Context: an optimization exercise on an open-source flow, tuned for small area, a short achievable clock period and few clock cycles per item. The choices shown serve that exercise and are no tape-out recipe.
Where RTL was checked, it was by simulation tests only, not by an equivalence proof against the original.
The RTL of runs 2 to 5 was laid out without a check of its function.
Power and IR drop assume default switching activity.

[flow/config.mk]
export PLATFORM = sky130hd
export DESIGN_NAME = radix_string_to_integer_unit
export DESIGN_NICKNAME = radix_string_to_integer_unit
export VERILOG_FILES = /design/flow/design.v
export SDC_FILE = /design/flow/constraint.sdc
export NUM_CORES = 4
export LEC_CHECK = 0
export CAP_MARGIN = 20
export CORE_MARGIN = 2
export CORE_UTILIZATION = 40
export PLACE_DENSITY = 0.6
export SLEW_MARGIN = 20
[flow/constraint.sdc]
create_clock -name core_clock -period 6.5 [get_ports {i_clk}]
set_input_delay 1.3000 -clock core_clock [delete_from_list [all_inputs] [get_ports {i_clk}]]
set_output_delay 1.3000 -clock core_clock [all_outputs]
set_load 0.01 [all_outputs]
[flow/design.v]
package rsti_pkg;
    localparam int MAX_DIGITS = 16;
    localparam int IDX_W      = 4;
    localparam int CNT_W      = 5;
    localparam int VAL_W      = 64;
    localparam int Q_DEPTH    = 2;
    localparam int Q_PTR_W    = 1;
    localparam int Q_CNT_W    = 2;
    localparam logic [7:0] CH_MINUS = 8'h2D;
    localparam logic [7:0] CH_PLUS  = 8'h2B;
    localparam logic [7:0] CH_SPACE = 8'h20;
    localparam logic [7:0] CH_LF    = 8'h0A;
    localparam logic [7:0] CH_TAB   = 8'h09;
    localparam logic [7:0] CH_CR    = 8'h0D;
    localparam logic [7:0] CH_VT    = 8'h0B;
    localparam logic [7:0] CH_FF    = 8'h0C;
    localparam logic [7:0] CH_NUL   = 8'h00;
    localparam logic [1:0] REG_RADIX       = 2'd0;
    localparam logic [1:0] REG_DIGIT_COUNT = 2'd1;
    localparam logic [1:0] REG_DIGITS_LOW  = 2'd2;
    localparam logic [1:0] REG_DIGITS_HIGH = 2'd3;
    localparam logic [4:0]  RST_RADIX       = 5'd10;
    localparam logic [4:0]  RST_DIGIT_COUNT = 5'd10;
    localparam logic [63:0] RST_DIGITS_LOW  = 64'h3736_3534_3332_3130;
    localparam logic [63:0] RST_DIGITS_HIGH = 64'h0000_0000_0000_3938;
    typedef enum logic [3:0] {
        PH_WS   = 4'b0001,
        PH_SIGN = 4'b0010,
        PH_DIG  = 4'b0100,
        PH_DONE = 4'b1000
    } t_phase;
    typedef struct packed {
        logic             first;
        logic             space;
        logic             minus;
        logic             plus;
        logic             hit;
        logic [3:0]       idx;
    } t_tok;
endpackage
module rsti_front (
    input  logic                        i_clk,
    input  logic                        i_rst_n,
    input  logic                        i_valid,
    output logic                        o_ready,
    input  logic [7:0]                  i_ch,
    input  logic                        i_first,
    input  logic [rsti_pkg::CNT_W-1:0]  i_digit_count,
    input  logic [2*rsti_pkg::VAL_W-1:0] i_alphabet,
    output logic                        o_qvalid,
    output rsti_pkg::t_tok              o_qtok,
    input  logic                        i_qpop
);
    rsti_pkg::t_tok                     w_tok;
    logic [rsti_pkg::CNT_W-1:0]         w_limit;
    logic                               w_push;
    logic [7:0]                         w_entry;
    logic [rsti_pkg::Q_DEPTH-1:0][8:0] r_q;
    logic [rsti_pkg::Q_PTR_W-1:0]       r_wr;
    logic [rsti_pkg::Q_PTR_W-1:0]       r_rd;
    logic [rsti_pkg::Q_CNT_W-1:0]       r_cnt;
    logic [rsti_pkg::Q_CNT_W-1:0]       n_cnt;
    always_comb begin
        w_limit = (i_digit_count > rsti_pkg::CNT_W'(rsti_pkg::MAX_DIGITS))
                ? rsti_pkg::CNT_W'(rsti_pkg::MAX_DIGITS) : i_digit_count;
        w_tok.first = i_first;
        w_tok.space = (i_ch == rsti_pkg::CH_SPACE) || (i_ch == rsti_pkg::CH_LF) ||
                      (i_ch == rsti_pkg::CH_TAB) || (i_ch == rsti_pkg::CH_CR) ||
                      (i_ch == rsti_pkg::CH_VT) || (i_ch == rsti_pkg::CH_FF);
        w_tok.minus = (i_ch == rsti_pkg::CH_MINUS);
        w_tok.plus  = (i_ch == rsti_pkg::CH_PLUS);
        w_tok.hit   = 1'b0;
        w_tok.idx   = '0;
        w_entry     = '0;
        for (int k = rsti_pkg::MAX_DIGITS - 1; k >= 0; k--) begin
            w_entry = i_alphabet[8*k +: 8];
            if ((rsti_pkg::CNT_W'(k) < w_limit) && (w_entry != rsti_pkg::CH_NUL) &&
                (w_entry == i_ch)) begin
                w_tok.hit = 1'b1;
                w_tok.idx = rsti_pkg::IDX_W'(k);
            end
        end
    end
    assign o_ready  = (r_cnt != rsti_pkg::Q_CNT_W'(rsti_pkg::Q_DEPTH));
    assign w_push   = i_valid && o_ready;
    assign o_qvalid = (r_cnt != '0);
    assign o_qtok   = r_q[r_rd];
    always_comb begin
        n_cnt = r_cnt;
        if (w_push && !i_qpop) begin
            n_cnt = r_cnt + 1'b1;
        end else if (!w_push && i_qpop) begin
            n_cnt = r_cnt - 1'b1;
        end
    end
    always_ff @(posedge i_clk) begin
        if (w_push) begin
            r_q[r_wr] <= w_tok;
        end
    end
    always_ff @(posedge i_clk) begin
        if (!i_rst_n) begin
            r_wr  <= '0;
            r_rd  <= '0;
            r_cnt <= '0;
        end else begin
            r_cnt <= n_cnt;
            if (w_push) begin
                r_wr <= r_wr + 1'b1;
            end
            if (i_qpop) begin
                r_rd <= r_rd + 1'b1;
            end
        end
    end
endmodule
module rsti_back (
    input  logic                          i_clk,
    input  logic                          i_rst_n,
    input  logic                          i_qvalid,
    input  rsti_pkg::t_tok                i_qtok,
    output logic                          o_qpop,
    input  logic [4:0]                    i_radix,
    output logic                          o_valid,
    input  logic                          i_ready,
    output logic signed [rsti_pkg::VAL_W-1:0] o_value
);
    rsti_pkg::t_phase               r_phase;
    rsti_pkg::t_phase               n_phase;
    rsti_pkg::t_phase               w_ph;
    logic                           r_par;
    logic                           n_par;
    logic                           w_par;
    logic [rsti_pkg::VAL_W-1:0]     r_acc;
    logic [rsti_pkg::VAL_W-1:0]     n_acc;
    logic [rsti_pkg::VAL_W-1:0]     w_acc;
    logic                           r_oval;
    logic                           n_oval;
    logic [rsti_pkg::VAL_W-1:0]     r_odata;
    logic [rsti_pkg::VAL_W-1:0]     n_odata;
    logic                           w_pop;
    logic                           w_pre;
    logic                           w_emit;
    logic                           w_dig;
    assign w_pop   = i_qvalid && (!r_oval || i_ready);
    assign o_qpop  = w_pop;
    assign o_valid = r_oval;
    assign o_value = r_odata;
    always_comb begin
        w_ph   = i_qtok.first ? rsti_pkg::PH_WS : r_phase;
        w_par  = i_qtok.first ? 1'b0 : r_par;
        w_acc  = i_qtok.first ? '0 : r_acc;
        w_pre  = (w_ph == rsti_pkg::PH_WS) || (w_ph == rsti_pkg::PH_SIGN);
        w_emit = 1'b0;
        w_dig  = 1'b0;
        n_phase = w_ph;
        n_par   = w_par;
        n_acc   = w_acc;
        if (w_ph == rsti_pkg::PH_DONE) begin
            n_phase = rsti_pkg::PH_DONE;
        end else if ((w_ph == rsti_pkg::PH_WS) && i_qtok.space) begin
            n_phase = rsti_pkg::PH_WS;
        end else if (w_pre && i_qtok.minus) begin
            n_phase = rsti_pkg::PH_SIGN;
            n_par   = ~w_par;
        end else if (w_pre && i_qtok.plus) begin
            n_phase = rsti_pkg::PH_SIGN;
        end else if (i_qtok.hit) begin
            w_dig   = 1'b1;
            n_phase = rsti_pkg::PH_DIG;
            n_acc   = rsti_pkg::VAL_W'(w_acc * {{(rsti_pkg::VAL_W-5){1'b0}}, i_radix})
                    + {{(rsti_pkg::VAL_W-rsti_pkg::IDX_W){1'b0}}, i_qtok.idx};
        end else begin
            w_emit  = 1'b1;
            n_phase = rsti_pkg::PH_DONE;
        end
    end
    always_comb begin
        n_oval  = r_oval;
        n_odata = r_odata;
        if (w_pop && w_emit) begin
            n_oval  = 1'b1;
            n_odata = w_par ? (rsti_pkg::VAL_W'(0) - w_acc) : w_acc;
        end else if (i_ready) begin
            n_oval  = 1'b0;
        end
    end
    always_ff @(posedge i_clk) begin
        r_odata <= n_odata;
        if (w_pop) begin
            r_acc <= n_acc;
        end
    end
    always_ff @(posedge i_clk) begin
        if (!i_rst_n) begin
            r_phase <= rsti_pkg::PH_DONE;
            r_par   <= 1'b0;
            r_oval  <= 1'b0;
        end else begin
            r_oval <= n_oval;
            if (w_pop) begin
                r_phase <= n_phase;
                r_par   <= n_par;
            end
        end
    end
endmodule
module radix_string_to_integer_unit (
    input  logic                              i_clk,
    input  logic                              i_rst_n,
    input  logic                              i_valid,
    output logic                              o_ready,
    input  logic [7:0]                        i_ch,
    input  logic                              i_first,
    output logic                              o_valid,
    input  logic                              i_ready,
    output logic signed [rsti_pkg::VAL_W-1:0] o_value,
    input  logic                              i_cfg_we,
    input  logic [1:0]                        i_cfg_idx,
    input  logic [rsti_pkg::VAL_W-1:0]        i_cfg_data
);
    logic [4:0]                  r_radix;
    logic [rsti_pkg::CNT_W-1:0]  r_digit_count;
    logic [rsti_pkg::VAL_W-1:0]  r_digits_low;
    logic [rsti_pkg::VAL_W-1:0]  r_digits_high;
    logic                        w_qvalid;
    rsti_pkg::t_tok              w_qtok;
    logic                        w_qpop;
    always_ff @(posedge i_clk) begin
        if (!i_rst_n) begin
            r_radix       <= rsti_pkg::RST_RADIX;
            r_digit_count <= rsti_pkg::RST_DIGIT_COUNT;
            r_digits_low  <= rsti_pkg::RST_DIGITS_LOW;
            r_digits_high <= rsti_pkg::RST_DIGITS_HIGH;
        end else if (i_cfg_we) begin
            case (i_cfg_idx)
                rsti_pkg::REG_RADIX:       r_radix       <= i_cfg_data[4:0];
                rsti_pkg::REG_DIGIT_COUNT: r_digit_count <= i_cfg_data[4:0];
                rsti_pkg::REG_DIGITS_LOW:  r_digits_low  <= i_cfg_data;
                rsti_pkg::REG_DIGITS_HIGH: r_digits_high <= i_cfg_data;
                default: begin
                end
            endcase
        end
    end
    rsti_front u_front (
        .i_clk         (i_clk),
        .i_rst_n       (i_rst_n),
        .i_valid       (i_valid),
        .o_ready       (o_ready),
        .i_ch          (i_ch),
        .i_first       (i_first),
        .i_digit_count (r_digit_count),
        .i_alphabet    ({r_digits_high, r_digits_low}),
        .o_qvalid      (w_qvalid),
        .o_qtok        (w_qtok),
        .i_qpop        (w_qpop)
    );
    rsti_back u_back (
        .i_clk    (i_clk),
        .i_rst_n  (i_rst_n),
        .i_qvalid (w_qvalid),
        .i_qtok   (w_qtok),
        .o_qpop   (w_qpop),
        .i_radix  (r_radix),
        .o_valid  (o_valid),
        .i_ready  (i_ready),
        .o_value  (o_value)
    );
endmodule
[flow/run.sh]
#!/bin/bash
# synth_recipe.tcl (not shown) runs the flow's synth.tcl, then flattens the netlist and writes it again
# the make line also repeats each setting of config.mk as NAME=value (left out here)
make -C /OpenROAD-flow-scripts/flow DESIGN_CONFIG=/design/flow/config.mk WORK_HOME=/design/flow/orfs CLKGATE_MAP_FILE= SYNTH_SCRIPT=/design/flow/synth_recipe.tcl finish
==> summary.txt, run 1 <==
result of the run = complete, no violations
switching power as a share of total power = 45.5%
number of flops mapped to enable cells by yosys = 146
max_cap viols = 0
global routing usage summed across all routing layers = 21.2%
maximum number of pins on one net before global-route repair = 123
Sw Pwr = 5.31 mW
critical path, cell by cell = mux2i_4, buf_4, buf_8, and3_1, fa_1, ha_1, ha_1, ha_1, fa_1, a211oi_1, o21ai_0, nand2_1, a31o_2, a31oi_2, a31o_2, a221oi_1, o21ai_0, a21bo_2, a221o_1
actual slew at the worst max-slew pin = 1.14 ns
Horiz. Die Dim = 258 um
Int Pwr = 6.37 mW
worst reg-to-reg path cell count = 19
summed negative setup slack over all endpoints = 0 ns
most common cell in the netlist = sky130_fd_sc_hd__nand2_1
number of storage elements in the synthesis netlist = 294
Worst Hold Path Cells = 2
wire length per cell after detailed routing = 18.2 um
number of fillers in the final layout = 6128
logic gate share of total power = 51.4%
gr ovfl total = 0
number of nets at the end of the flow = 3388
total number of vias = 21200
Post-CTS Setup Inserts = 0
final period utilization = 94.7%
leakage power = 13.1 nW
stage delay of the slowest cell on the critical path = 0.45 ns
type of the most critical hold path = flip-flop to flip-flop
synthesized cell area = 25800 sq um
class of the most critical setup path = flip-flop to flip-flop
clock network fraction of design power = 20.2%
final count of pins violating max slew = 0
maximum fanout along the worst path = 53
area grow syn2layout = 13.4%
via count of the first global-routing pass = 21700
placeable core region = 64100 sq um
post-route design area = 29300 sq um
DRT iter0 DRCs = 1571
mean number of vias per cell = 5.47
proportion of netlist area held by the largest area contributor = 17.0%
Longest Clk Path Bufs = 3
final core occ = 45.7%
effective utilization at floorplan = 40.3%
sequential fraction of design power = 28.4%
Hold Violations, Final = 0
DP Area = 27900 sq um
peak supply drop = 0.000195 V
Crit path arrival time = 6.47 ns
count of unresolved DRC violations after routing = 0
number of nets with antenna violations after routing = 0
library cells used by synthesis = 77
clock sinks = 294
Relative slew margins = 23.9%
worst-case clock skew = 0.0378 ns
setup repair after global routing missed its margin = false
number of setup violations in the final report = 0
most used cell along the critical path = sky130_fd_sc_hd__ha_1
PD cells = 398 nW/um^2
TritonCTS clock tree = done
vertical die dimension = 258 um
cell type with the highest aggregate area in the netlist = sky130_fd_sc_hd__edfxtp_1
total half-perimeter wirelength after legalization and detailed placement = 49.9 mm
overall die area = 66700 sq um
wire length reported by the detailed router = 70.5 mm
Slowest-stage cell, CP = sky130_fd_sc_hd__a221oi_1
WP data required = 6.81 ns
initial antenna violation count = 1
clock input transition at the sequential cells of the worst setup and hold paths = 0.06 ns
number of clock buffers inserted by TritonCTS = 38
portion of the post-synthesis area used by sequential elements = 28.4%
CP endpoint kind = flip-flop
site row count = 93
routability congestion estimate = 0.932
Cells after Synth = 3003
latest clock arrival within the worst-skew pair = 0.59 ns
Min Clock Period, post-route = 6.15 ns
mean instance size in the synthesized netlist = 8.61 sq um
Clock Tree Root = sky130_fd_sc_hd__clkbuf_16
maximum operating frequency = 163 MHz
nets in the synthesized netlist = 3393
largest cells by area after synthesis = sky130_fd_sc_hd__edfxtp_1 17%, sky130_fd_sc_hd__fa_1 14%, sky130_fd_sc_hd__dfxtp_1 11%
top flip-flop cell by instance count after synthesis = sky130_fd_sc_hd__dfxtp_1
number of top-level design ports = 146
global-route wire length before repair = 116 mm
Startpoint Class = flip-flop
Max H-tree Level = 2
fraction of layout cells with a size suffix above 1 = 5.09%
Diodes inserted = 0
number of search-and-repair iterations in the first detailed-routing pass = 5
share of flip-flops with an asynchronous set or reset after synthesis = 0%
Post-synth top cells = 382 x sky130_fd_sc_hd__nand2_1, 308 x sky130_fd_sc_hd__inv_1, 300 x sky130_fd_sc_hd__and3_1
Port Buf Inserts = 145
cts-stage hold buffer count = 0
Yosys warning total = 3
## routing by layer
layer  vias to the layer above  wire [um]  GRT usage (%)
li1                      10100          -              -
met1                     10400      31600           28.5
met2                       596      33600           35.6
met3                       102       3900           3.20
met4                         0       1400           5.35
met5                         -          0              0
## final timing paths
kind	startpoint	to	slack, ns
max	u_front.r_rd	u_back.r_acc[56]	0.35
min	r_digits_high[49]	r_digits_high[49]	0.48
min reg2reg	r_digits_high[49]	r_digits_high[49]	0.48
max reg2reg	u_front.r_rd	u_back.r_acc[56]	0.35
## cell usage in the layout (no fill, tap or decap), types with 86 or more instances in the layout
cell type	instances
sky130_fd_sc_hd__o21ai_0	117
sky130_fd_sc_hd__nand3_1	86
sky130_fd_sc_hd__edfxtp_1	146
sky130_fd_sc_hd__a21boi_0	97
sky130_fd_sc_hd__xor2_1	147
sky130_fd_sc_hd__clkdlybuf4s50_1	144
sky130_fd_sc_hd__nor2_1	121
sky130_fd_sc_hd__xnor2_1	94
sky130_fd_sc_hd__inv_1	307
sky130_fd_sc_hd__nand2_1	381
sky130_fd_sc_hd__a21oi_1	99
sky130_fd_sc_hd__ha_1	128
sky130_fd_sc_hd__dfxtp_1	142
sky130_fd_sc_hd__and3_1	299
sky130_fd_sc_hd__fa_1	182
## cell type report
class | instances | area (sq um) | area share [%]
clock buffer | 52 | 1100 | 3.74
clock inverter | 18 | 314 | 1.07
inverter | 308 | 1160 | 3.94
multi-input combinational | 2165 | 16500 | 56.3
sequential | 294 | 7350 | 25.1
tap | 855 | 1070 | 3.65
timing repair buffer | 191 | 1830 | 6.24
## stage by stage
stage	worst slack (ns)	cells	power [mW]	hold WS, ns
3_3_place_gp	0.394	3812	9.15	0.469
5_1_grt	0.0352	3883	12.7	0.507
2_1_floorplan	0.175	3003	7.53	0.454
4_1_cts	0.232	3882	11.7	0.487
3_5_place_dp	0.294	3812	9.27	0.479
6_report	0.346	3883	11.7	0.484
## worst max-delay path: cells and delay by family (launching register included)
kind | cells | cell delay (ns)
fa+ha+maj | 5 | 1.71
mux | 1 | 0.39
simple gates | 2 | 0.36
compound gates | 9 | 2.43
buf+inv | 2 | 0.58
flops | 1 | 0.39
## repair_timing
| action | in CTS | in global routing |
|---|---|---|
| endpoints found under the hold margin | 0 | 0 |
| gates resized for setup | 0 | 7 |
| setup endpoints to repair | 0 | 11 |
## power by group through the flow
stage               clock network, mW  registers [mW]  logic [mW]
floorplan                           0            2.81        4.71
global placement                    0            3.32        5.83
detailed placement                  0            3.33        5.94
CTS                              2.41            3.30        5.98
global route                     2.48            3.38        6.82
finish                           2.36            3.32        6.00
## state kept, by name (all words and copies together) (netlist names), 2 cells and up, named ones only
name,count
r_digits_high,64
r_digits_low,64
u_back.r_acc,64
u_back.r_odata,64
r_digit_count,5
r_radix,5
u_back.r_phase,4
u_front.r_cnt,2
## cells by family after synthesis
family,Yosys count,synth area share (%)
AO/OA/AOI/OAI,498,12.8
XOR/XNOR,241,8.17
adder cells (fa/ha/maj),310,20.3
buffers and inverters,544,8.03
flip-flops,294,28.4
multiplexers,22,0.871
AND/OR/NAND/NOR,1094,21.4
Testbench counts, summed over its fixed seeds: cycles 18,815, items 18,783.
==> run 2: changes to the inputs <==
--- a/flow/design.v
+++ b/flow/design.v
@@ -52,17 +52,13 @@
     input  logic                        i_qpop
 );
     rsti_pkg::t_tok                     w_tok;
-    logic [rsti_pkg::CNT_W-1:0]         w_limit;
+    rsti_pkg::t_tok                     r_tok;
+    logic                               r_tvalid;
     logic                               w_push;
     logic [7:0]                         w_entry;
-    logic [rsti_pkg::Q_DEPTH-1:0][8:0] r_q;
-    logic [rsti_pkg::Q_PTR_W-1:0]       r_wr;
-    logic [rsti_pkg::Q_PTR_W-1:0]       r_rd;
-    logic [rsti_pkg::Q_CNT_W-1:0]       r_cnt;
-    logic [rsti_pkg::Q_CNT_W-1:0]       n_cnt;
+    logic                               w_big;
     always_comb begin
-        w_limit = (i_digit_count > rsti_pkg::CNT_W'(rsti_pkg::MAX_DIGITS))
-                ? rsti_pkg::CNT_W'(rsti_pkg::MAX_DIGITS) : i_digit_count;
+        w_big       = i_digit_count[4];
         w_tok.first = i_first;
         w_tok.space = (i_ch == rsti_pkg::CH_SPACE) || (i_ch == rsti_pkg::CH_LF) ||
                       (i_ch == rsti_pkg::CH_TAB) || (i_ch == rsti_pkg::CH_CR) ||
@@ -74,43 +70,27 @@
         w_entry     = '0;
         for (int k = rsti_pkg::MAX_DIGITS - 1; k >= 0; k--) begin
             w_entry = i_alphabet[8*k +: 8];
-            if ((rsti_pkg::CNT_W'(k) < w_limit) && (w_entry != rsti_pkg::CH_NUL) &&
+            if ((w_big || (4'(k) < i_digit_count[3:0])) && (w_entry != rsti_pkg::CH_NUL) &&
                 (w_entry == i_ch)) begin
                 w_tok.hit = 1'b1;
                 w_tok.idx = rsti_pkg::IDX_W'(k);
             end
         end
     end
-    assign o_ready  = (r_cnt != rsti_pkg::Q_CNT_W'(rsti_pkg::Q_DEPTH));
+    assign o_ready  = !r_tvalid || i_qpop;
     assign w_push   = i_valid && o_ready;
-    assign o_qvalid = (r_cnt != '0);
-    assign o_qtok   = r_q[r_rd];
-    always_comb begin
-        n_cnt = r_cnt;
-        if (w_push && !i_qpop) begin
-            n_cnt = r_cnt + 1'b1;
-        end else if (!w_push && i_qpop) begin
-            n_cnt = r_cnt - 1'b1;
-        end
-    end
+    assign o_qvalid = r_tvalid;
+    assign o_qtok   = r_tok;
     always_ff @(posedge i_clk) begin
         if (w_push) begin
-            r_q[r_wr] <= w_tok;
+            r_tok <= w_tok;
         end
     end
     always_ff @(posedge i_clk) begin
         if (!i_rst_n) begin
-            r_wr  <= '0;
-            r_rd  <= '0;
-            r_cnt <= '0;
-        end else begin
-            r_cnt <= n_cnt;
-            if (w_push) begin
-                r_wr <= r_wr + 1'b1;
-            end
-            if (i_qpop) begin
-                r_rd <= r_rd + 1'b1;
-            end
+            r_tvalid <= 1'b0;
+        end else if (o_ready) begin
+            r_tvalid <= i_valid;
         end
     end
 endmodule
@@ -132,12 +112,10 @@
     logic                           n_par;
     logic                           w_par;
     logic [rsti_pkg::VAL_W-1:0]     r_acc;
-    logic [rsti_pkg::VAL_W-1:0]     n_acc;
     logic [rsti_pkg::VAL_W-1:0]     w_acc;
+    logic [rsti_pkg::VAL_W-1:0]     w_mac;
+    logic [rsti_pkg::VAL_W-1:0]     w_add;
     logic                           r_oval;
-    logic                           n_oval;
-    logic [rsti_pkg::VAL_W-1:0]     r_odata;
-    logic [rsti_pkg::VAL_W-1:0]     n_odata;
     logic                           w_pop;
     logic                           w_pre;
     logic                           w_emit;
@@ -145,17 +123,15 @@
     assign w_pop   = i_qvalid && (!r_oval || i_ready);
     assign o_qpop  = w_pop;
     assign o_valid = r_oval;
-    assign o_value = r_odata;
+    assign o_value = r_acc;
     always_comb begin
         w_ph   = i_qtok.first ? rsti_pkg::PH_WS : r_phase;
         w_par  = i_qtok.first ? 1'b0 : r_par;
-        w_acc  = i_qtok.first ? '0 : r_acc;
         w_pre  = (w_ph == rsti_pkg::PH_WS) || (w_ph == rsti_pkg::PH_SIGN);
         w_emit = 1'b0;
         w_dig  = 1'b0;
         n_phase = w_ph;
         n_par   = w_par;
-        n_acc   = w_acc;
         if (w_ph == rsti_pkg::PH_DONE) begin
             n_phase = rsti_pkg::PH_DONE;
         end else if ((w_ph == rsti_pkg::PH_WS) && i_qtok.space) begin
@@ -168,27 +144,21 @@
         end else if (i_qtok.hit) begin
             w_dig   = 1'b1;
             n_phase = rsti_pkg::PH_DIG;
-            n_acc   = rsti_pkg::VAL_W'(w_acc * {{(rsti_pkg::VAL_W-5){1'b0}}, i_radix})
-                    + {{(rsti_pkg::VAL_W-rsti_pkg::IDX_W){1'b0}}, i_qtok.idx};
         end else begin
             w_emit  = 1'b1;
             n_phase = rsti_pkg::PH_DONE;
         end
     end
     always_comb begin
-        n_oval  = r_oval;
-        n_odata = r_odata;
-        if (w_pop && w_emit) begin
-            n_oval  = 1'b1;
-            n_odata = w_par ? (rsti_pkg::VAL_W'(0) - w_acc) : w_acc;
-        end else if (i_ready) begin
-            n_oval  = 1'b0;
-        end
-    end
-    always_ff @(posedge i_clk) begin
-        r_odata <= n_odata;
+        w_acc = i_qtok.first ? '0 : r_acc;
+        w_add = w_par ? ~{{(rsti_pkg::VAL_W-rsti_pkg::IDX_W){1'b0}}, i_qtok.idx}
+                      :  {{(rsti_pkg::VAL_W-rsti_pkg::IDX_W){1'b0}}, i_qtok.idx};
+        w_mac = rsti_pkg::VAL_W'(w_acc * {{(rsti_pkg::VAL_W-5){1'b0}}, i_radix})
+              + w_add + {{(rsti_pkg::VAL_W-1){1'b0}}, w_par};
+    end
+    always_ff @(posedge i_clk) begin
         if (w_pop) begin
-            r_acc <= n_acc;
+            r_acc <= w_dig ? w_mac : w_acc;
         end
     end
     always_ff @(posedge i_clk) begin
@@ -197,7 +167,11 @@
             r_par   <= 1'b0;
             r_oval  <= 1'b0;
         end else begin
-            r_oval <= n_oval;
+            if (w_pop && w_emit) begin
+                r_oval <= 1'b1;
+            end else if (i_ready) begin
+                r_oval <= 1'b0;
+            end
             if (w_pop) begin
                 r_phase <= n_phase;
                 r_par   <= n_par;
==> summary.txt, run 2 <==
number of nets with antenna violations after routing = 0 (unchanged)
Largest regs = r_digits_high (64), r_digits_low (64), u_back.r_acc (64)
adder and majority cell fraction of the synthesized area = 26.1% (+5.8 points)
cell type with the highest aggregate area in the netlist = sky130_fd_sc_hd__fa_1
xor/xnor share of the synthesized area = 7.24% (-0.92 points)
Hold Crit Start = r_digits_low[18]
vertical die dimension = 237 um (-8.4%)
Cells after Synth = 2492 (-17%)
global routing usage summed across all routing layers = 21.5% (+0.35 points)
number of buffer and inverter stages on the critical path = 5 (+3)
largest cells by area after synthesis = sky130_fd_sc_hd__fa_1 22%, sky130_fd_sc_hd__dfxtp_1 13%, sky130_fd_sc_hd__edfxtp_1 10%
number of standard cells in the final layout excluding fillers = 3303 (-15%)
met3 WL post-DR = 2.86 mm (-27%)
maximum number of pins on one net before global-route repair = 84 (-32%)
effective utilization at floorplan = 40.3% (about the same)
cts-stage hold buffer count = 0 (unchanged)
Clock Tree Root = sky130_fd_sc_hd__clkbuf_16
area grow syn2layout = 15.2%
routability congestion estimate = 0.856 (-8.2%)
post-cts resize count = 0 (unchanged)
stage delay of the slowest cell on the critical path = 0.55 ns (+0.10 ns)
maximum fanout along the worst path = 59 (+11%)
mean instance size in the synthesized netlist = 8.69 sq um (+0.93%)
initial antenna violation count = 1 (unchanged)
global-route wire length before repair = 98.3 mm (-15%)
Longest Clk Path Bufs = 3 (unchanged)
peak supply drop = 0.000203 V (+4.1%)
Cell Count Post-Placement = 3248 (-15%)
clock input transition at the sequential cells of the worst setup and hold paths = 0.06 ns (about the same)
fraction of layout cells with a size suffix above 1 = 5.52% (+0.44 points)
synthesized cell area = 21700 sq um (-16%)
number of nets at the end of the flow = 2972 (-12%)
number of search-and-repair iterations in the first detailed-routing pass = 5 (unchanged)
Horiz. Die Dim = 237 um (-8.4%)
wire length reported by the detailed router = 59.7 mm (-15%)
Max H-tree Level = 1 (-1)
actual slew at the worst max-slew pin = 1.16 ns (+0.0257 ns)
number of clock buffers inserted by TritonCTS = 28 (-26%)
mux cell area share after synthesis = 0.607% (-0.26 points)
most common cell in the netlist = sky130_fd_sc_hd__nand2_1
final count of pins violating max slew = 0 (unchanged)
WP data required = 6.82 ns (about the same)
Crit path arrival time = 6.39 ns (-0.08 ns)
setup repair after global routing missed its margin = false
TritonCTS clock tree = done
Port Buf Inserts = 145 (unchanged)
maximum operating frequency = 165 MHz (+1.5%)
Post-synth top cells = 416 x sky130_fd_sc_hd__nand2_1, 244 x sky130_fd_sc_hd__and2_1, 241 x sky130_fd_sc_hd__fa_1
total number of vias = 17800 (-16%)
Slowest-stage cell, CP = sky130_fd_sc_hd__edfxtp_1
Relative slew margins = 22.2% (-1.7 points)
commonest non-fill, non-tap cell in the layout = sky130_fd_sc_hd__nand2_1
top flip-flop cell by instance count after synthesis = sky130_fd_sc_hd__dfxtp_1
library cells used by synthesis = 76 (-1.3%)
share of flip-flops with an asynchronous set or reset after synthesis = 0% (unchanged)
summed negative setup slack over all endpoints = 0 ns (unchanged)
nets in the synthesized netlist = 2879 (-15%)
clock sinks = 218 (-26%)
number of setup violations in the final report = 0 (unchanged)
worst-case setup slack after placement = 0.362 ns (+0.0687 ns)
Hold Violations, Final = 0 (unchanged)
CP endpoint kind = flip-flop
final period utilization = 93.3% (-1.4 points)
worst-case clock skew = 0.0310 ns (-0.00681 ns)
overall die area = 56000 sq um (-16%)
leakage power = 10.7 nW (-18%)
via count of the first global-routing pass = 18400 (-15%)
most used cells in the layout excluding fill and tap cells = 414 x sky130_fd_sc_hd__nand2_1, 244 x sky130_fd_sc_hd__and2_1, 241 x sky130_fd_sc_hd__fa_1, 185 x sky130_fd_sc_hd__inv_1, 145 x sky130_fd_sc_hd__dfxtp_1
class of the most critical setup path = flip-flop to flip-flop
max_cap viols = 0 (unchanged)
dominant delay contributor by cell family on the critical path = adder cells
proportion of netlist area held by the largest area contributor = 22.3% (+5.3 points)
startpoint of the most critical register-to-register path = u_front.r_tok[8]
most used cell along the critical path = sky130_fd_sc_hd__fa_1
Yosys warning total = 3 (unchanged)
worst setup path startpoint = u_front.r_tok[8]
Min Clock Period, post-route = 6.07 ns (-0.0883 ns)
highest routing layer actually used = met5
total met2 wirelength after detailed routing = 28.7 mm (-15%)
type of the most critical hold path = flip-flop to flip-flop
site row count = 85 (-8.6%)
detailed-routing wirelength on met1 = 26.4 mm (-17%)
number of top-level design ports = 146 (unchanged)
gr ovfl total = 0 (unchanged)
Startpoint Class = flip-flop
portion of the post-synthesis area used by sequential elements = 23.5% (-4.9 points)
result of the run = complete, no violations
PD cells = 177 nW/um^2 (-55%)
Diodes inserted = 0 (unchanged)
synthesized-area fraction occupied by ao, oa, aoi and oai cells = 13.6% (+0.82 points)
critical path, cell by cell = buf_4, nor2b_4, buf_12, and2_1, fa_1, fa_1, inv_1, fa_1, inv_1, ha_1, and3_4, nand4_1, or3_1, a2111oi_2, nor4b_2, buf_4, o31ai_4, a31oi_4, o21a_1, o2111a_1, a211o_1
mean number of vias per cell = 5.40 (-1.2%)
number of storage elements in the synthesis netlist = 218 (-26%)
DRT iter0 DRCs = 979 (-38%)
latest clock arrival within the worst-skew pair = 0.59 ns (about the same)
wire length per cell after detailed routing = 18.1 um (-0.48%)
number of flops mapped to enable cells by yosys = 73 (-50%)
count of unresolved DRC violations after routing = 0 (unchanged)
total half-perimeter wirelength after legalization and detailed placement = 44.0 mm (-12%)
combinational family with the most area after synthesis = adder cells
share of synthesized cell area in and, or, nand and nor gates = 22.7% (+1.3 points)
placeable core region = 53700 sq um (-16%)
setup slack of the critical path after layout = 0.435 ns (+0.0883 ns)
## run 2: cell count changes in the layout (fill, tap and decap cells not counted), moves of 59 or more
cell,change
sky130_fd_sc_hd__ha_1,-62
sky130_fd_sc_hd__nor2_1,-73
sky130_fd_sc_hd__and2_1,+230
sky130_fd_sc_hd__inv_1,-122
sky130_fd_sc_hd__and3_1,-287
sky130_fd_sc_hd__fa_1,+59
sky130_fd_sc_hd__edfxtp_1,-73
## run 2: what timing repair did
action / CTS / global route
setup endpoints to repair: 0 / 1
endpoints found under the hold margin: 0 / 0
buffers inserted: 0 / 3
## run 2: cells by family after synthesis
group	after synthesis
AO/OA/AOI/OAI	448
adder cells (fa/ha/maj)	307
buffers and inverters	331
flip-flops	218
XOR/XNOR	179
multiplexers	13
AND/OR/NAND/NOR	996
## run 2: per-layer routing
metal	global-route usage [%]	up-vias
met5	0	-
met3	2.77	95
li1	-	8446
met1	28.2	8846
met2	37.0	451
met4	6.77	2
## run 2: report_power, final
part	switching [mW]	internal, mW	total (mW)
combinational	0.672	0.498	1.17
clock	0.676	1.01	1.69
sequential	0.0866	1.48	1.57
total	1.43	2.99	4.43
## run 2: path summary, 6_finish.rpt
path | end | slack (ns) | cells after the start
setup / recovery | u_back.r_acc[56] | 0.43 | 21
hold / removal | r_digits_low[18] | 0.49 | 2
setup reg to reg | u_back.r_acc[56] | 0.43 | 21
hold reg to reg | r_digits_low[18] | 0.49 | 2
## run 2: area by class of cell
type                       count  area [sq um]
clock buffer                  37           817
clock inverter                15           185
fill                        5175         28800
inverter                     188           709
multi-input combinational   1943         15300
sequential                   218          5090
tap                          696           871
timing repair buffer         206          1970
## run 2: through the flow
stage	hold WS, ns	total power, mW	utilization (%)	area, sq um
finish	0.493	4.43	46.4	24900
floorplan	0.454	2.38	-	21700
global placement	0.466	2.74	44.5	23900
detailed placement	0.481	2.76	44.5	23900
global route	0.508	4.66	46.4	24900
CTS	0.490	4.46	46.4	24900
## run 2: tightest hold or removal path: cells and delay by family, from the launching register on
family             cells  cell delay (ns)
AOI/OAI and AO/OA      1             0.07
and+or+nand+nor        1             0.06
DFF                    1             0.32
==> run 3: changes to the inputs <==
--- a/flow/config.mk
+++ b/flow/config.mk
@@ -9,4 +9,5 @@
 export CORE_MARGIN = 2
 export CORE_UTILIZATION = 40
 export PLACE_DENSITY = 0.6
+export SETUP_SLACK_MARGIN = 2.5
 export SLEW_MARGIN = 20
==> summary.txt, run 3 <==
most common cell in the netlist = sky130_fd_sc_hd__nand2_1
adder and majority cell fraction of the synthesized area = 26.1% (unchanged)
critical path, cell by cell = buf_6, nor2b_4, buf_12, buf_4, buf_16, and2_1, fa_1, fa_1, fa_1, ha_2, and3_4, nand4_1, or3_4, a2111oi_4, nor4b_4, o31ai_4, a31oi_4, o21a_1, o2111a_1, a211o_1
cell type with the highest aggregate area in the netlist = sky130_fd_sc_hd__fa_1
number of storage elements in the synthesis netlist = 218 (unchanged)
mean instance size in the synthesized netlist = 8.69 sq um (unchanged)
wire length reported by the detailed router = 67.6 mm (+13%)
class of the most critical setup path = flip-flop to flip-flop
logic gate share of total power = 31.0% (+4.6 points)
site row count = 85 (unchanged)
number of stages on the worst setup path = 20 (-4.8%)
synthesized-area fraction occupied by ao, oa, aoi and oai cells = 13.6% (unchanged)
Post-synth top cells = 416 x sky130_fd_sc_hd__nand2_1, 244 x sky130_fd_sc_hd__and2_1, 241 x sky130_fd_sc_hd__fa_1
dominant delay contributor by cell family on the critical path = adder cells
worst reg-to-reg path cell count = 20 (-4.8%)
library cells used by synthesis = 76 (unchanged)
result of the run = complete, no violations
setup repair after global routing missed its margin = true
number of top-level design ports = 146 (unchanged)
Relative slew margins = 28.4% (+6.1 points)
global routing usage summed across all routing layers = 23.5% (+2.0 points)
routability congestion estimate = 0.892 (+4.2%)
Worst Hold Path Cells = 2 (unchanged)
vertical die dimension = 237 um (unchanged)
mean number of vias per cell = 5.52 (+2.1%)
cts-stage hold buffer count = 0 (unchanged)
total number of vias = 18700 (+4.9%)
max_cap viols = 0 (unchanged)
combinational family with the most area after synthesis = adder cells
actual slew at the worst max-slew pin = 1.07 ns (-0.0900 ns)
final count of pins violating max slew = 0 (unchanged)
switching power as a share of total power = 33.8% (+1.4 points)
Longest Clk Path Bufs = 3 (unchanged)
most used cell along the critical path = sky130_fd_sc_hd__fa_1
worst-case clock skew = 0.0408 ns (+0.00980 ns)
Port Buf Inserts = 145 (unchanged)
TritonCTS clock tree = done
Hold Violations, Final = 0 (unchanged)
PD cells = 170 nW/um^2 (-4.5%)
maximum operating frequency = 176 MHz (+6.5%)
leakage power = 11.6 nW (+7.9%)
mux cell area share after synthesis = 0.607% (unchanged)
clock input transition at the sequential cells of the worst setup and hold paths = 0.06 ns (about the same)
stage delay of the slowest cell on the critical path = 0.53 ns (-0.02 ns)
synthesized cell area = 21700 sq um (unchanged)
Sw Pwr = 1.57 mW (+9.6%)
initial antenna violation count = 1 (unchanged)
final period utilization = 87.6% (-5.7 points)
area grow syn2layout = 26.7%
number of setup violations in the final report = 0 (unchanged)
placeable core region = 53700 sq um (unchanged)
share of synthesized cell area in and, or, nand and nor gates = 22.7% (unchanged)
clock network fraction of design power = 35.2% (-2.9 points)
share of flip-flops with an asynchronous set or reset after synthesis = 0% (unchanged)
startpoint of the most critical register-to-register path = u_front.r_tok[8]
latest clock arrival within the worst-skew pair = 0.61 ns (+0.02 ns)
number of buffer and inverter stages on the critical path = 4 (-1)
smallest hold slack = 0.491 ns (-0.00141 ns)
Slowest-stage cell, CP = sky130_fd_sc_hd__fa_1
Hold Crit Start = r_digits_high[51]
Int Pwr = 3.08 mW (+2.9%)
Yosys warning total = 3 (unchanged)
effective utilization at floorplan = 40.3% (unchanged)
Worst Hold End = r_digits_high[51]
gr ovfl total = 0 (unchanged)
Cells after Synth = 2492 (unchanged)
maximum number of pins on one net before global-route repair = 115 (+37%)
DRT iter0 DRCs = 1336 (+36%)
Diodes inserted = 0 (unchanged)
top flip-flop cell by instance count after synthesis = sky130_fd_sc_hd__dfxtp_1
Crit path arrival time = 6.05 ns (-0.34 ns)
wire length per cell after detailed routing = 19.9 um (+10%)
overall die area = 56000 sq um (unchanged)
number of search-and-repair iterations in the first detailed-routing pass = 7 (+2)
Min Clock Period, post-route = 5.70 ns (-0.369 ns)
Largest regs = r_digits_high (64), r_digits_low (64), u_back.r_acc (64)
global-route wire length before repair = 106 mm (+7.9%)
number of clock buffers inserted by TritonCTS = 28 (unchanged)
Clock Tree Root = sky130_fd_sc_hd__clkbuf_16
CP endpoint kind = flip-flop
count of unresolved DRC violations after routing = 0 (unchanged)
worst reg2reg setup slack = 0.80 ns (+0.37 ns)
worst setup path startpoint = u_front.r_tok[8]
xor/xnor share of the synthesized area = 7.24% (unchanged)
Reg2Reg Capture Point = u_back.r_acc[56]
number of nets with antenna violations after routing = 0 (unchanged)
Startpoint Class = flip-flop
number of nets at the end of the flow = 3061 (+3.0%)
maximum fanout along the worst path = 15 (-75%)
most used cells in the layout excluding fill and tap cells = 395 x sky130_fd_sc_hd__nand2_1, 243 x sky130_fd_sc_hd__and2_1, 238 x sky130_fd_sc_hd__fa_1, 168 x sky130_fd_sc_hd__inv_1, 145 x sky130_fd_sc_hd__dfxtp_1
fraction of layout cells with a size suffix above 1 = 15.5% (+9.9 points)
portion of the post-synthesis area used by sequential elements = 23.5% (unchanged)
nets in the synthesized netlist = 2879 (unchanged)
summed negative setup slack over all endpoints = 0 ns (unchanged)
proportion of netlist area held by the largest area contributor = 22.3% (unchanged)
total half-perimeter wirelength after legalization and detailed placement = 43.3 mm (-1.6%)
commonest non-fill, non-tap cell in the layout = sky130_fd_sc_hd__nand2_1
clock sinks = 218 (unchanged)
sequential fraction of design power = 33.8% (-1.6 points)
peak supply drop = 0.000182 V (-11%)
WP data required = 6.86 ns (+0.04 ns)
largest cells by area after synthesis = sky130_fd_sc_hd__fa_1 22%, sky130_fd_sc_hd__dfxtp_1 13%, sky130_fd_sc_hd__edfxtp_1 10%
via count of the first global-routing pass = 19400 (+5.4%)
Horiz. Die Dim = 237 um (unchanged)
type of the most critical hold path = flip-flop to flip-flop
number of flops mapped to enable cells by yosys = 73 (unchanged)
Max H-tree Level = 1 (unchanged)
## run 3: layout make-up
type,instances,area [sq um]
clock inverter,17,178
tap,696,871
timing repair buffer,295,3130
multi-input combinational,1943,16600
sequential,218,5090
inverter,188,714
fill,4810,26300
clock buffer,35,790
## run 3: cells by family after synthesis
group,Yosys count
flops,218
buf+inv,331
compound gates,448
fa+ha+maj,307
mux,13
xor+xnor,179
simple gates,996
## run 3: worst reg2reg max path, delay by kind of cell, from the launching register on
family | cells | cell delay (ns)
adders and majority gates | 4 | 1.80
DFF | 1 | 0.42
buffers and inverters | 4 | 0.62
AOI/OAI and AO/OA | 6 | 1.48
and+or+nand+nor | 6 | 1.16
## run 3: worst max-delay path by stage
stage / end
2_1_floorplan: u_back.r_acc[56]
3_3_place_gp: u_back.r_acc[50]
3_5_place_dp: u_back.r_acc[50]
4_1_cts: u_back.r_acc[56]
5_1_grt: u_back.r_acc[56]
6_report: u_back.r_acc[56]
## run 3: per-stage QoR
step           std cells  util (%)  instance area (sq um)  setup WS [ns]  power (mW)
6_report            3392      51.1                  27400          0.803        4.65
5_1_grt             3392      51.1                  27400          0.568        4.87
4_1_cts             3353      49.5                  26600          0.892        4.56
3_5_place_dp        3217      44.2                  23700          0.319        2.73
3_3_place_gp        3217      44.2                  23700          0.394        2.71
2_1_floorplan       2492         -                  21800          0.395        2.39
## run 3: power groups by stage
stage | logic [mW] | clock network [mW] | registers, mW
floorplan | 0.817 | 0 | 1.57
global placement | 1.12 | 0 | 1.60
CTS | 1.33 | 1.66 | 1.57
finish | 1.44 | 1.64 | 1.57
global route | 1.58 | 1.71 | 1.58
detailed placement | 1.13 | 0 | 1.60
## run 3: routing by layer
layer  track usage, %  wire, um  vias to the layer above
li1                 -         -                     8636
met1             30.7     28500                     9333
met2             40.0     32600                      598
met3             3.23      3860                      143
met4             8.36      2610                        2
met5                0        13                        -
## run 3: repair_timing
action	CTS	global route
cloned	13	1
endpoints found under the setup margin	60	60
setup buffers	71	38
pin swaps	47	70
resized for setup	215	128
==> run 4: changes to the inputs <==
--- a/flow/config.mk
+++ b/flow/config.mk
@@ -5,6 +5,7 @@
 export SDC_FILE = /design/flow/constraint.sdc
 export NUM_CORES = 4
 export LEC_CHECK = 0
+export ABC_CLOCK_PERIOD_IN_PS = 3500
 export CAP_MARGIN = 20
 export CORE_MARGIN = 2
 export CORE_UTILIZATION = 40
==> summary.txt, run 4 <==
global-route wire length before repair = 106 mm (unchanged)
Startpoint Class = flip-flop
Hold Violations, Final = 0 (unchanged)
DRT iter0 DRCs = 1336 (unchanged)
number of setup violations in the final report = 0 (unchanged)
clock input transition at the sequential cells of the worst setup and hold paths = 0.06 ns (about the same)
final period utilization = 87.6% (unchanged)
Yosys warning total = 3 (unchanged)
worst-case clock skew = 0.0408 ns (unchanged)
area grow syn2layout = 26.7% (unchanged)
latest clock arrival within the worst-skew pair = 0.61 ns (about the same)
synthesized cell area = 21700 sq um (unchanged)
synthesized-area fraction occupied by ao, oa, aoi and oai cells = 13.6% (unchanged)
layer carrying the most global-route usage = met2
max_cap viols = 0 (unchanged)
maximum operating frequency = 176 MHz (unchanged)
worst-case setup slack after placement = 0.319 ns (unchanged)
met3 usage = 3.23% (unchanged)
Largest regs = r_digits_high (64), r_digits_low (64), u_back.r_acc (64)
placeable core region = 53700 sq um (unchanged)
PD cells = 170 nW/um^2 (unchanged)
Horiz. Die Dim = 237 um (unchanged)
total area of sequential cells = 5090 sq um (unchanged)
routability congestion estimate = 0.892 (unchanged)
WP data required = 6.86 ns (about the same)
class of the most critical setup path = flip-flop to flip-flop
top flip-flop cell by instance count after synthesis = sky130_fd_sc_hd__dfxtp_1
clock sinks = 218 (unchanged)
Hold Crit Start = r_digits_high[51]
maximum number of pins on one net before global-route repair = 115 (unchanged)
cell type with the highest aggregate area in the netlist = sky130_fd_sc_hd__fa_1
met1 layer usage reported by global route = 30.7% (unchanged)
actual slew at the worst max-slew pin = 1.07 ns (unchanged)
library cells used by synthesis = 76 (unchanged)
count of unresolved DRC violations after routing = 0 (unchanged)
most common cell in the netlist = sky130_fd_sc_hd__nand2_1
via count of the first global-routing pass = 19400 (unchanged)
Cells after Synth = 2492 (unchanged)
most used cells in the layout excluding fill and tap cells = 395 x sky130_fd_sc_hd__nand2_1, 243 x sky130_fd_sc_hd__and2_1, 238 x sky130_fd_sc_hd__fa_1, 168 x sky130_fd_sc_hd__inv_1, 145 x sky130_fd_sc_hd__dfxtp_1
maximum fanout along the worst path = 15 (unchanged)
Crit path arrival time = 6.05 ns (about the same)
Clock Tree Root = sky130_fd_sc_hd__clkbuf_16
number of nets at the end of the flow = 3061 (unchanged)
site row count = 85 (unchanged)
Diodes inserted = 0 (unchanged)
adder and majority cell fraction of the synthesized area = 26.1% (unchanged)
Worst Hold Path Cells = 2 (unchanged)
total half-perimeter wirelength after legalization and detailed placement = 43.3 mm (unchanged)
peak supply drop = 0.000182 V (unchanged)
number of flops mapped to enable cells by yosys = 73 (unchanged)
type of the most critical hold path = flip-flop to flip-flop
number of nets with antenna violations after routing = 0 (unchanged)
commonest non-fill, non-tap cell in the layout = sky130_fd_sc_hd__nand2_1
wire length per cell after detailed routing = 19.9 um (unchanged)
portion of the post-synthesis area used by sequential elements = 23.5% (unchanged)
worst reg-to-reg path cell count = 20 (unchanged)
wire length reported by the detailed router = 67.6 mm (unchanged)
overall power after layout = 4.65 mW (unchanged)
nets in the synthesized netlist = 2879 (unchanged)
final count of pins violating max slew = 0 (unchanged)
final core occ = 51.1% (unchanged)
number of top-level design ports = 146 (unchanged)
Longest Clk Path Bufs = 3 (unchanged)
TritonCTS clock tree = done
effective utilization at floorplan = 40.3% (unchanged)
mean number of vias per cell = 5.52 (unchanged)
leakage power = 11.6 nW (unchanged)
Port Buf Inserts = 145 (unchanged)
share of flip-flops with an asynchronous set or reset after synthesis = 0% (unchanged)
initial antenna violation count = 1 (unchanged)
xor/xnor share of the synthesized area = 7.24% (unchanged)
combinational family with the most area after synthesis = adder cells
setup repair after global routing missed its margin = true
number of search-and-repair iterations in the first detailed-routing pass = 7 (unchanged)
cts-stage hold buffer count = 0 (unchanged)
fraction of layout cells with a size suffix above 1 = 15.5% (unchanged)
share of synthesized cell area in and, or, nand and nor gates = 22.7% (unchanged)
area of the multi-input gates = 16600 sq um (unchanged)
number of fillers in the final layout = 4810 (unchanged)
summed negative setup slack over all endpoints = 0 ns (unchanged)
Relative slew margins = 28.4% (unchanged)
Post-synth top cells = 416 x sky130_fd_sc_hd__nand2_1, 244 x sky130_fd_sc_hd__and2_1, 241 x sky130_fd_sc_hd__fa_1
result of the run = complete, no violations
startpoint of the most critical register-to-register path = u_front.r_tok[8]
GR Util met2 = 40.0% (unchanged)
largest cells by area after synthesis = sky130_fd_sc_hd__fa_1 22%, sky130_fd_sc_hd__dfxtp_1 13%, sky130_fd_sc_hd__edfxtp_1 10%
worst setup path startpoint = u_front.r_tok[8]
Min Clock Period, post-route = 5.70 ns (unchanged)
mean instance size in the synthesized netlist = 8.69 sq um (unchanged)
total number of vias = 18700 (unchanged)
number of storage elements in the synthesis netlist = 218 (unchanged)
proportion of netlist area held by the largest area contributor = 22.3% (unchanged)
CP endpoint kind = flip-flop
global routing usage summed across all routing layers = 23.5% (unchanged)
smallest hold slack = 0.491 ns (unchanged)
overall die area = 56000 sq um (unchanged)
Max H-tree Level = 1 (unchanged)
number of clock buffers inserted by TritonCTS = 28 (unchanged)
mux cell area share after synthesis = 0.607% (unchanged)
gr ovfl total = 0 (unchanged)
setup slack of the critical path after layout = 0.803 ns (unchanged)
vertical die dimension = 237 um (unchanged)
==> run 4: repair_timing <==
item / in CTS / in global routing
pin swaps: 47 / 70
gates resized for setup: 215 / 128
setup buffers: 71 / 38
setup endpoints to repair: 60 / 60
gates cloned: 13 / 1
==> run 4: worst max-delay path, stage by stage, from the launching register on <==
cell	delay, ns
sky130_fd_sc_hd__edfxtp_1	0.42
sky130_fd_sc_hd__buf_6	0.17
sky130_fd_sc_hd__nor2b_4	0.12
sky130_fd_sc_hd__buf_12	0.14
sky130_fd_sc_hd__buf_4	0.15
sky130_fd_sc_hd__buf_16	0.15
sky130_fd_sc_hd__and2_1	0.16
sky130_fd_sc_hd__fa_1	0.41
sky130_fd_sc_hd__fa_1	0.53
sky130_fd_sc_hd__fa_1	0.43
sky130_fd_sc_hd__ha_2	0.43
sky130_fd_sc_hd__and3_4	0.23
sky130_fd_sc_hd__nand4_1	0.12
sky130_fd_sc_hd__or3_4	0.39
sky130_fd_sc_hd__a2111oi_4	0.26
sky130_fd_sc_hd__nor4b_4	0.12
sky130_fd_sc_hd__o31ai_4	0.31
sky130_fd_sc_hd__a31oi_4	0.20
sky130_fd_sc_hd__o21a_1	0.26
sky130_fd_sc_hd__o2111a_1	0.23
sky130_fd_sc_hd__a211o_1	0.21
==> run 4: area by class of cell <==
type / count / area share (%)
multi-input cells: 1943 / 60.7
clock buffers: 35 / 2.88
clock inverters: 17 / 0.648
flip-flops and latches: 218 / 18.6
repair buffers: 295 / 11.4
inverters: 188 / 2.61
well taps: 696 / 3.18
==> run 4: kinds of logic (layout without fill, tap and decap cells) <==
logic type	after synthesis	after routing
xor gates and xnor gates	179	179
and+or+nand+nor	996	996
DFF	218	218
muxes	13	13
buffers and inverters	331	535
AOI/OAI and AO/OA	448	448
adders and majority gates	307	307
==> run 4: report_power, final <==
group	switching [mW]	internal [mW]
Clock	0.688	0.949
Sequential	0.0884	1.48
Combinational	0.796	0.647
Total	1.57	3.08
==> run 4: per-stage QoR <==
step                cell area [sq um]  instances
floorplan                       21800       2492
finish                          27400       3392
detailed placement              23700       3217
CTS                             26600       3353
global placement                23700       3217
global route                    27400       3392
==> run 4: per-layer routing <==
layer  share of wire, %  vias to the layer above
met5              0.019                        -
met4                3.9                        2
met3                5.7                      143
met2                 48                      598
met1                 42                     9333
li1                   -                     8636
==> run 4: path summary, 6_finish.rpt <==
kind	endpoint	slack [ns]
worst max-delay path	u_back.r_acc[56]	0.80
worst min-delay path	r_digits_high[51]	0.49
worst max register to register	u_back.r_acc[56]	0.80
worst min register to register	r_digits_high[51]	0.49
==> run 5: changes to the inputs <==
--- a/flow/design.v
+++ b/flow/design.v
@@ -3,6 +3,7 @@
     localparam int IDX_W      = 4;
     localparam int CNT_W      = 5;
     localparam int VAL_W      = 64;
+    localparam int LO_W       = 30;
     localparam int Q_DEPTH    = 2;
     localparam int Q_PTR_W    = 1;
     localparam int Q_CNT_W    = 2;
@@ -105,25 +106,32 @@
     input  logic                          i_ready,
     output logic signed [rsti_pkg::VAL_W-1:0] o_value
 );
+    localparam int LO_W = rsti_pkg::LO_W;
+    localparam int HI_W = rsti_pkg::VAL_W - LO_W;
     rsti_pkg::t_phase               r_phase;
     rsti_pkg::t_phase               n_phase;
     rsti_pkg::t_phase               w_ph;
     logic                           r_par;
     logic                           n_par;
     logic                           w_par;
-    logic [rsti_pkg::VAL_W-1:0]     r_acc;
-    logic [rsti_pkg::VAL_W-1:0]     w_acc;
-    logic [rsti_pkg::VAL_W-1:0]     w_mac;
-    logic [rsti_pkg::VAL_W-1:0]     w_add;
+    logic [LO_W-1:0]                r_lo;
+    logic [HI_W-1:0]                r_hi;
+    logic [LO_W+5:0]                w_lo_mac;
+    logic [HI_W-1:0]                w_hi_mac;
+    logic [LO_W+5:0]                w_dd;
+    logic [5:0]                     r_carry;
+    logic                           r_hdig;
     logic                           r_oval;
+    logic                           w_run;
     logic                           w_pop;
     logic                           w_pre;
     logic                           w_emit;
     logic                           w_dig;
-    assign w_pop   = i_qvalid && (!r_oval || i_ready);
+    assign w_run   = !r_oval || i_ready;
+    assign w_pop   = i_qvalid && w_run;
     assign o_qpop  = w_pop;
     assign o_valid = r_oval;
-    assign o_value = r_acc;
+    assign o_value = {r_hi, r_lo};
     always_comb begin
         w_ph   = i_qtok.first ? rsti_pkg::PH_WS : r_phase;
         w_par  = i_qtok.first ? 1'b0 : r_par;
@@ -150,15 +158,26 @@
         end
     end
     always_comb begin
-        w_acc = i_qtok.first ? '0 : r_acc;
-        w_add = w_par ? ~{{(rsti_pkg::VAL_W-rsti_pkg::IDX_W){1'b0}}, i_qtok.idx}
-                      :  {{(rsti_pkg::VAL_W-rsti_pkg::IDX_W){1'b0}}, i_qtok.idx};
-        w_mac = rsti_pkg::VAL_W'(w_acc * {{(rsti_pkg::VAL_W-5){1'b0}}, i_radix})
-              + w_add + {{(rsti_pkg::VAL_W-1){1'b0}}, w_par};
+        w_dd     = w_par ? (LO_W+6)'(0) - (LO_W+6)'(i_qtok.idx) : (LO_W+6)'(i_qtok.idx);
+        w_lo_mac = (LO_W+6)'(r_lo * i_radix) + w_dd;
+        w_hi_mac = HI_W'(r_hi * i_radix) + {{(HI_W-6){r_carry[5]}}, r_carry};
     end
     always_ff @(posedge i_clk) begin
         if (w_pop) begin
-            r_acc <= w_dig ? w_mac : w_acc;
+            if (i_qtok.first) begin
+                r_lo    <= w_dig ? w_dd[LO_W-1:0] : '0;
+                r_carry <= {6{w_dd[LO_W+5]}};
+            end else begin
+                if (w_dig) begin
+                    r_lo <= w_lo_mac[LO_W-1:0];
+                end
+                r_carry <= w_lo_mac[LO_W+5:LO_W];
+            end
+        end
+        if (w_pop && i_qtok.first) begin
+            r_hi <= '0;
+        end else if (w_run && r_hdig) begin
+            r_hi <= w_hi_mac;
         end
     end
     always_ff @(posedge i_clk) begin
@@ -166,6 +185,7 @@
             r_phase <= rsti_pkg::PH_DONE;
             r_par   <= 1'b0;
             r_oval  <= 1'b0;
+            r_hdig  <= 1'b0;
         end else begin
             if (w_pop && w_emit) begin
                 r_oval <= 1'b1;
@@ -175,6 +195,9 @@
             if (w_pop) begin
                 r_phase <= n_phase;
                 r_par   <= n_par;
+            end
+            if (w_run) begin
+                r_hdig <= w_pop && w_dig;
             end
         end
     end
--- a/flow/config.mk
+++ b/flow/config.mk
@@ -5,10 +5,8 @@
 export SDC_FILE = /design/flow/constraint.sdc
 export NUM_CORES = 4
 export LEC_CHECK = 0
-export ABC_CLOCK_PERIOD_IN_PS = 3500
 export CAP_MARGIN = 20
 export CORE_MARGIN = 2
 export CORE_UTILIZATION = 40
 export PLACE_DENSITY = 0.6
-export SETUP_SLACK_MARGIN = 2.5
 export SLEW_MARGIN = 20
==> summary.txt, run 5 <==
most used cells in the layout excluding fill and tap cells = 510 x sky130_fd_sc_hd__nand2_1, 254 x sky130_fd_sc_hd__inv_1, 203 x sky130_fd_sc_hd__fa_1, 175 x sky130_fd_sc_hd__dfxtp_1, 169 x sky130_fd_sc_hd__and2_1
worst reg-to-reg path cell count = 25 (+25%)
global routing usage summed across all routing layers = 21.5% (-2.0 points)
gr ovfl total = 0 (unchanged)
actual slew at the worst max-slew pin = 1.05 ns (-0.0246 ns)
total number of vias = 18700 (+0.11%)
fraction of layout cells with a size suffix above 1 = 7.24% (-8.2 points)
Max H-tree Level = 1 (unchanged)
Post-synth top cells = 511 x sky130_fd_sc_hd__nand2_1, 257 x sky130_fd_sc_hd__inv_1, 206 x sky130_fd_sc_hd__fa_1
effective utilization at floorplan = 40.7% (+0.37 points)
number of nets at the end of the flow = 3200 (+4.5%)
overall die area = 56800 sq um (+1.5%)
site row count = 85 (unchanged)
DP Area = 24200 sq um (+2.1%)
number of storage elements in the synthesis netlist = 225 (+3.2%)
number of search-and-repair iterations in the first detailed-routing pass = 5 (-2)
setup slack of the critical path after layout = 0.204 ns (-0.599 ns)
setup repair after global routing missed its margin = true
area of the multi-input gates = 15900 sq um (-4.5%)
initial antenna violation count = 1 (unchanged)
vertical die dimension = 238 um (+0.74%)
placeable core region = 54000 sq um (+0.59%)
Min Clock Period, post-route = 6.30 ns (+0.599 ns)
clock sinks = 225 (+3.2%)
final period utilization = 96.9% (+9.2 points)
peak supply drop = 0.000202 V (+11%)
library cells used by synthesis = 74 (-2.6%)
share of flip-flops with an asynchronous set or reset after synthesis = 0% (unchanged)
smallest hold slack = 0.484 ns (-0.00743 ns)
final count of pins violating max slew = 0 (unchanged)
combinational family with the most area after synthesis = adder cells
DRT iter0 DRCs = 1015 (-24%)
number of clock buffers inserted by TritonCTS = 28 (unchanged)
total area of sequential cells = 4970 sq um (-2.5%)
most common cell in the netlist = sky130_fd_sc_hd__nand2_1
worst reg2reg setup slack = 0.20 ns (-0.60 ns)
number of setup violations in the final report = 0 (unchanged)
Worst Hold End = r_digits_high[18]
Startpoint Class = flip-flop
WP data required = 6.81 ns (-0.05 ns)
wire length reported by the detailed router = 61.3 mm (-9.3%)
PD cells = 221 nW/um^2 (+30%)
Cell Count Post-Placement = 3429 (+6.6%)
max_cap viols = 0 (unchanged)
Cells after Synth = 2661 (+6.8%)
CP endpoint kind = flip-flop
Worst Hold Path Cells = 2 (unchanged)
synthesized-area fraction occupied by ao, oa, aoi and oai cells = 14.3% (+0.67 points)
Yosys warning total = 3 (unchanged)
count of unresolved DRC violations after routing = 0 (unchanged)
Reg2Reg Capture Point = u_back.r_carry[4]
routability congestion estimate = 0.871 (-2.3%)
latest clock arrival within the worst-skew pair = 0.60 ns (about the same)
TritonCTS clock tree = done
startpoint of the most critical register-to-register path = r_radix[2]
leakage power = 10.9 nW (-5.8%)
nets in the synthesized netlist = 3065 (+6.5%)
Clock Tree Root = sky130_fd_sc_hd__clkbuf_16
number of nets with antenna violations after routing = 0 (unchanged)
mean number of vias per cell = 5.33 (-3.4%)
Diodes inserted = 0 (unchanged)
portion of the post-synthesis area used by sequential elements = 22.5% (-0.99 points)
Port Buf Inserts = 145 (unchanged)
top flip-flop cell by instance count after synthesis = sky130_fd_sc_hd__dfxtp_1
worst-case setup slack after placement = -0.123 ns (-0.442 ns)
Longest Clk Path Bufs = 3 (unchanged)
number of top-level design ports = 146 (unchanged)
clock input transition at the sequential cells of the worst setup and hold paths = 0.06 ns (about the same)
result of the run = complete, no violations
class of the most critical setup path = flip-flop to flip-flop
Crit path arrival time = 6.61 ns (+0.56 ns)
mean instance size in the synthesized netlist = 8.26 sq um (-4.9%)
wire length per cell after detailed routing = 17.4 um (-12%)
global-route wire length before repair = 100 mm (-5.6%)
Relative slew margins = 29.9% (+1.5 points)
number of standard cells in the final layout excluding fillers = 3514 (+3.6%)
maximum operating frequency = 159 MHz (-9.5%)
commonest non-fill, non-tap cell in the layout = sky130_fd_sc_hd__nand2_1
adder and majority cell fraction of the synthesized area = 25.5% (-0.62 points)
total half-perimeter wirelength after legalization and detailed placement = 45.6 mm (+5.5%)
xor/xnor share of the synthesized area = 7.73% (+0.49 points)
post-route design area = 25800 sq um (-5.9%)
largest cells by area after synthesis = sky130_fd_sc_hd__fa_1 19%, sky130_fd_sc_hd__dfxtp_1 16%, sky130_fd_sc_hd__nand2_1 8.7%
Hold Violations, Final = 0 (unchanged)
worst-case clock skew = 0.0450 ns (+0.00420 ns)
maximum fanout along the worst path = 7 (-8)
synthesized cell area = 22000 sq um (+1.5%)
share of synthesized cell area in and, or, nand and nor gates = 22.8% (+0.095 points)
cell type with the highest aggregate area in the netlist = sky130_fd_sc_hd__fa_1
Hold Crit Start = r_digits_high[18]
Largest regs = r_digits_high (64), r_digits_low (64), u_back.r_hi (34)
type of the most critical hold path = flip-flop to flip-flop
via count of the first global-routing pass = 19300 (-0.19%)
mux cell area share after synthesis = 0.660% (+0.054 points)
number of flops mapped to enable cells by yosys = 45 (-38%)
maximum number of pins on one net before global-route repair = 87 (-24%)
proportion of netlist area held by the largest area contributor = 18.8% (-3.5 points)
Horiz. Die Dim = 238 um (+0.74%)
area grow syn2layout = 17.5%
number of fillers in the final layout = 5245 (+9.0%)
[run 5: cell count changes after synthesis, sizes merged, moves of 25 or more]
cell    delta
o21ai     -44
xnor2     +25
ha        +52
nor2      +47
nand2     +95
nor3      +28
nand3     -55
fa        -35
and2      -71
edfxtp    -28
inv       +69
dfxtp     +35
[run 5: critical path, cell delays in order, from the launching register on]
cell                        delay (ns)
sky130_fd_sc_hd__dfxtp_4          0.38
sky130_fd_sc_hd__buf_6            0.14
sky130_fd_sc_hd__and2_4           0.13
sky130_fd_sc_hd__fa_1             0.49
sky130_fd_sc_hd__fa_1             0.51
sky130_fd_sc_hd__inv_2            0.04
sky130_fd_sc_hd__fa_1             0.55
sky130_fd_sc_hd__inv_2            0.05
sky130_fd_sc_hd__ha_4             0.26
sky130_fd_sc_hd__nand4_1          0.19
sky130_fd_sc_hd__nor3_2           0.25
sky130_fd_sc_hd__o211ai_1         0.18
sky130_fd_sc_hd__a31oi_2          0.28
sky130_fd_sc_hd__a21oi_2          0.11
sky130_fd_sc_hd__nor2b_1          0.17
sky130_fd_sc_hd__o21a_1           0.16
sky130_fd_sc_hd__nor2_1           0.06
sky130_fd_sc_hd__xnor2_1          0.14
sky130_fd_sc_hd__ha_1             0.35
sky130_fd_sc_hd__or3_1            0.33
sky130_fd_sc_hd__o211ai_1         0.09
sky130_fd_sc_hd__o211ai_1         0.18
sky130_fd_sc_hd__a2111oi_4        0.37
sky130_fd_sc_hd__o31ai_1          0.11
sky130_fd_sc_hd__o21ai_1          0.16
sky130_fd_sc_hd__mux2_1           0.33
[run 5: layout make-up]
| cell class | count | share of cell area [%] |
|---|---|---|
| clock inverter | 14 | 0.693 |
| tap | 696 | 3.37 |
| inverter | 257 | 3.74 |
| timing repair buffer | 227 | 8.21 |
| multi-input combinational | 2057 | 61.6 |
| sequential | 225 | 19.2 |
| clock buffer | 38 | 3.17 |
[run 5: cell families after synthesis]
family / Yosys count
AO/OA/AOI/OAI: 467
AND/OR/NAND/NOR: 1058
adder cells (fa/ha/maj): 324
XOR/XNOR: 194
multiplexers: 14
buffers and inverters: 379
flip-flops: 225
[run 5: report_power, final]
group          switching (mW)  internal [mW]
Combinational            1.35           1.06
Clock                   0.666           1.01
Sequential             0.0983           1.52
[run 5: metal layers]
layer | vias to the layer above | track usage [%] | share of wire [%]
li1 | 9037 | - | -
met1 | 9210 | 27.3 | 44
met2 | 385 | 38.7 | 50
met3 | 99 | 2.13 | 3.4
met4 | 2 | 6.36 | 3.2
met5 | - | 0 | 0.021
[run 5: through the flow]
stage	utilization (%)	TNS, ns	total power, mW
2_1_floorplan	-	0	3.23
3_3_place_gp	44.9	-0.0447	3.84
3_5_place_dp	44.9	-0.242	3.89
4_1_cts	46.8	0	5.58
5_1_grt	47.8	-0.317	6.10
6_report	47.8	0	5.70
[run 5: how the worst max path moves through the flow]
stage | startpoint | to | slack [ns] | cells after the start
after global routing | r_radix[3] | u_back.r_carry[4] | -0.10 | 24
after detailed placement | r_radix[3] | u_back.r_carry[4] | -0.12 | 23
after CTS | r_radix[3] | u_back.r_carry[4] | 0.003 | 25
final | r_radix[2] | u_back.r_carry[4] | 0.20 | 25
after global placement | r_radix[3] | u_back.r_carry[4] | -0.04 | 23
after floorplan | r_radix[4] | u_back.r_carry[4] | 0.04 | 28
[run 5: repair_timing]
item	4_1_cts	5_1_grt
endpoints found under the setup margin	5	11
buffers inserted	3	30
hold buffers	0	0
gates resized for setup	6	65
pin swaps	3	43

afterwards: timing with drivers on the ports:
In the flow no input, the clock included, has a driving cell. The finished layouts below were timed again as built, in two steps. Step 1: set_driving_cell puts a clkbuf_16 on i_clk and a buf_2 on each other input, an assumption about the parent block. Step 2, shift: input delay + t, output delay - t, t = (earliest + latest rising clock arrival at the registers) / 2. This alone moves slack from input paths to output paths. Three values: no drivers, after step 1, after step 2; two values: the first two.
| run | t (ns) | setup slack, ns | hold slack, ns | worst setup path after step 2 | latest minus earliest clock arrival (ns) |
|---|---|---|---|---|---|
| run 1 | 0.633 | 0.346 / 0.346 / 0.346 | 0.484 / 0.484 / 0.484 | register to register | 0.040 / 0.040 |
| run 2 | 0.627 | 0.435 / 0.435 / 0.435 | 0.493 / 0.493 / 0.493 | register to register | 0.031 / 0.031 |
| run 3 | 0.642 | 0.803 / 0.803 / 0.803 | 0.491 / 0.491 / 0.491 | register to register | 0.041 / 0.042 |
| run 4 | 0.642 | 0.803 / 0.803 / 0.803 | 0.491 / 0.491 / 0.491 | register to register | 0.041 / 0.042 |
| run 5 | 0.629 | 0.204 / 0.204 / 0.204 | 0.484 / 0.484 / 0.484 | register to register | 0.046 / 0.046 |
After both steps setup and hold are still met in every run listed.
